This is an optimization exercise on Yosys and OpenROAD, whose aim is a short achievable clock period and few clock cycles, not a production implementation.
Function was checked by simulation only, so behaviour that the tests miss may differ from the original.
No activity file was given, so power comes from the tool's default toggle rates.

== T ==
// seq_store_top
module seq_store_top (
  input  wire logic                  clk_i,
  input  wire logic                  rst_ni,
  input  wire logic                  rx_deshfu_valid_i,
  output logic                       rx_deshfu_ready_o,
  input  wire store_pkg::seq_entry_t rx_deshfu_i,
  input  wire logic                  txn_valid_i,
  output logic                       txn_ready_o,
  input  wire store_pkg::txn_beat_t  txn_i,
  input  wire logic                  meta_valid_i,
  output logic                       meta_ready_o,
  input  wire store_pkg::meta_t      meta_i,
  output logic                       axi_w_valid_o,
  input  wire logic                  axi_w_ready_i,
  output store_pkg::w_beat_t         axi_w_o
);
Size: ~3900 cells after synthesis, roughly 1300 flip-flops, roughly 270 I/O pins, about 59000 um2 of cells after synthesis.
Settings: LEC_CHECK=0, CAP_MARGIN=20, CORE_MARGIN=2, CORE_UTILIZATION=58, CTS_CLUSTER_DIAMETER=100, CTS_CLUSTER_SIZE=20, SETUP_SLACK_MARGIN=4.05, SLEW_MARGIN=20; clock period 6.3 ns.
run.sh (not shown) runs the stock make flow with config.mk's settings and CLKGATE_MAP_FILE= SYNTH_SCRIPT=/design/flow/synth_recipe.tcl, a recipe that flattens the netlist after the stock synthesis.
Testbench counts of T, summed over its fixed seeds: cycles 8,528.
## Diff of input files: S against T
diff --git a/flow/config.mk b/flow/config.mk
--- a/flow/config.mk
+++ b/flow/config.mk
@@ -8,7 +8,7 @@
 export CAP_MARGIN = 20
 export CORE_MARGIN = 2
-export CORE_UTILIZATION = 58
-export CTS_CLUSTER_DIAMETER = 100
+export CORE_UTILIZATION = 56
+export CTS_CLUSTER_DIAMETER = 120
 export CTS_CLUSTER_SIZE = 20
-export SETUP_SLACK_MARGIN = 4.05
+export SETUP_SLACK_MARGIN = 3.95
 export SLEW_MARGIN = 20
- S vs. T: setup slack of the most critical reg-to-reg path up 80 ps, number of nets in the synthesized netlist flat, non-clock buffer contribution to total cell area down 2.3 points.
- Setup slack at placement: T and S compared, lower one is S
- Summary: global-route wire length before repair, S better than T
- From T to S the numbers moved as follows: maximum frequency picked up an extra 9.6 MHz, final RePlAce weighted congestion picked up an extra 0.027.
- S ended up with rx_deshfu_ready_o as its capturing instance or port of the critical path; T ended up with u_txn_q.u_q.sl_q[95].
- Compared with T, S shows a lower wire length.

---

seq_store_top, a different RTL version from the one above (not shown whole).
Size in the first run: about 3600 cells after synthesis, about 1300 flip-flops, ~270 I/O pins, about 57000 um2 of cells after synthesis.
make LEC_CHECK=0 CAP_MARGIN=20 CORE_MARGIN=2 CORE_UTILIZATION=58 CTS_CLUSTER_DIAMETER=80 CTS_CLUSTER_SIZE=30 SETUP_SLACK_MARGIN=4.0 SLEW_MARGIN=20 finish   # period 6.3 ns
Testbench counts at the start, summed over its fixed seeds: cycles 8,528.
Rerun with:
--- a/flow/config.mk
+++ b/flow/config.mk
@@ -12 +12 @@
-export CTS_CLUSTER_SIZE = 30
+export CTS_CLUSTER_SIZE = 22
Wire length went down by 1.2%.
Die area stays the same.
Count of clock-buffer cells in the layout went up by 35.
First-iteration DRC count went up by 5.3%.
Global-route usage went up by 0.17 points.
Sequential share of layout area is about the same.
Synthesized area does not change.
Cell count does not change.
Worst setup slack is better by 0.035 ns.
Non-clock buffer count went down by 18.
Clock skew went up by 0.017 ns.
Rerun with:
--- a/flow/config.mk
+++ b/flow/config.mk
@@ -11,2 +11,2 @@
-export CTS_CLUSTER_DIAMETER = 80
-export CTS_CLUSTER_SIZE = 22
+export CTS_CLUSTER_DIAMETER = 50
+export CTS_CLUSTER_SIZE = 30
Flip-flop and latch count stays the same. Final cell count went up by a few percent. Total power went up by roughly a tenth. Global-route usage went up by 0.64 points. Sequential power is about the same.

---

seq_store_top with an RTL version that a note above also has.
Size in the first run: roughly 3900 cells after synthesis, ~270 I/O pins, ~59000 um2 of cells after synthesis.
Settings: LEC_CHECK=0, CAP_MARGIN=20, CORE_MARGIN=2, CORE_UTILIZATION=58, CTS_CLUSTER_DIAMETER=100, CTS_CLUSTER_SIZE=20, SETUP_SLACK_MARGIN=3.95, SLEW_MARGIN=20; clock period 6.3 ns.
Testbench counts at the start, summed over its fixed seeds: cycles 8,528.
Edit:
- CTS_CLUSTER_DIAMETER: 100 -> 80
- CTS_CLUSTER_SIZE: 20 -> 16
- SETUP_SLACK_MARGIN: 3.95 -> 4.2
=> The new run passed the timing, design-rule and antenna checks; sequential share of layout area goes down by 5.1 points; setup slack is worse by 0.11 ns; routed wire length goes up by roughly a tenth; sequential power is about the same; global-route usage goes up by 2.5 points; synthesized area stays the same; synthesized cell count does not change; final area goes up by roughly a tenth.

---

Setup of red:
Starting RTL as in the previous note.
clock: 6.3 ns
lec_check: 0
cap_margin: 20
core_margin: 2
core_utilization: 62
cts_cluster_diameter: 80
cts_cluster_size: 16
setup_slack_margin: 4.0
slew_margin: 20
Testbench counts of red, summed over its fixed seeds: cycles 8,528.
The inputs of blue differ from those of red as listed below.
diff --git a/flow/config.mk b/flow/config.mk
--- a/flow/config.mk
+++ b/flow/config.mk
@@ -10 +10 @@
-export CORE_UTILIZATION = 62
+export CORE_UTILIZATION = 58
@@ -12 +12 @@
-export CTS_CLUSTER_SIZE = 16
+export CTS_CLUSTER_SIZE = 22
--- outcome ---
- Summary of blue over red: met3 wire length down 16%; post-route cell area down 0.74%; post-route worst setup slack down 0.0044 ns.
- Going from red to blue, number of buffers outside the clock class in the layout fell about 3%; total vias in the final route fell about 2%.
- | maximum clock rate | blue vs red | ≈ equal |
- Vias per cell went down by a few percent going from red to blue.
- The slowest stage cell on the critical path comes out sky130_fd_sc_hd__dfxtp_4 in one run and sky130_fd_sc_hd__dfrtp_1 in the other, namely in blue and red respectively.
- From red to blue the numbers moved as follows: slew of the pin with the lowest slew margin saw a decrease, largest driver fanout on the critical path saw an increase.

[re-timing with driven ports]
No port has a modelled driver above. Below, the same layouts with a new extraction and two added sets of constraints. Step 1 (the two cells are an assumption about what drives the block):
set clk [get_ports {clk_i}]
set_driving_cell -lib_cell sky130_fd_sc_hd__clkbuf_16 $clk
set_driving_cell -lib_cell sky130_fd_sc_hd__buf_2 [delete_from_list [all_inputs] $clk]
Step 2 moves the port delays by t, midway between the first and last clock arrival at a register: inputs arrive t later, outputs are due t later. That takes back most of the time a late clock gives input paths. Three values: ideal ports, drivers, drivers and shift; two values: the first two.
| run | t (ns) | setup slack, ns | hold slack, ns | worst register clock-pin slew, ns | cell pins on the clock port's net |
|---|---|---|---|---|---|
| T | 0.756 | 3.814 / 3.777 / 3.241 | 0.337 / 0.337 / 0.337 | 0.10 / 0.10 | 1 |
| S | 0.741 | 3.872 / 3.799 / 3.178 | 0.347 / 0.347 / 0.347 | 0.10 / 0.10 | 1 |
| the first run of note 2 | 0.770 | 3.807 / 3.730 / 3.284 | 0.353 / 0.353 / 0.353 | 0.12 / 0.12 | 1 |
| the second run of note 2 | 0.722 | 3.842 / 3.768 / 3.317 | 0.348 / 0.348 / 0.348 | 0.09 / 0.09 | 1 |
| the third run of note 2 | 0.803 | 3.768 / 3.694 / 3.240 | 0.341 / 0.341 / 0.341 | 0.08 / 0.08 | 1 |
| the first run of note 3 | 0.737 | 3.865 / 3.790 / 3.262 | 0.343 / 0.343 / 0.343 | 0.09 / 0.09 | 1 |
| the second run of note 3 | 0.765 | 3.759 / 3.759 / 3.341 | 0.344 / 0.344 / 0.344 | 0.08 / 0.08 | 1 |
| red | 0.762 | 3.846 / 3.775 / 3.234 | 0.319 / 0.319 / 0.319 | 0.08 / 0.08 | 1 |
| blue | 0.736 | 3.842 / 3.775 / 3.295 | 0.347 / 0.347 / 0.347 | 0.10 / 0.10 | 1 |
After both steps every run listed still meets setup and hold. The setup slack of S, which loses most, moves by -0.073 ns with the drivers and by -0.694 ns with both steps.
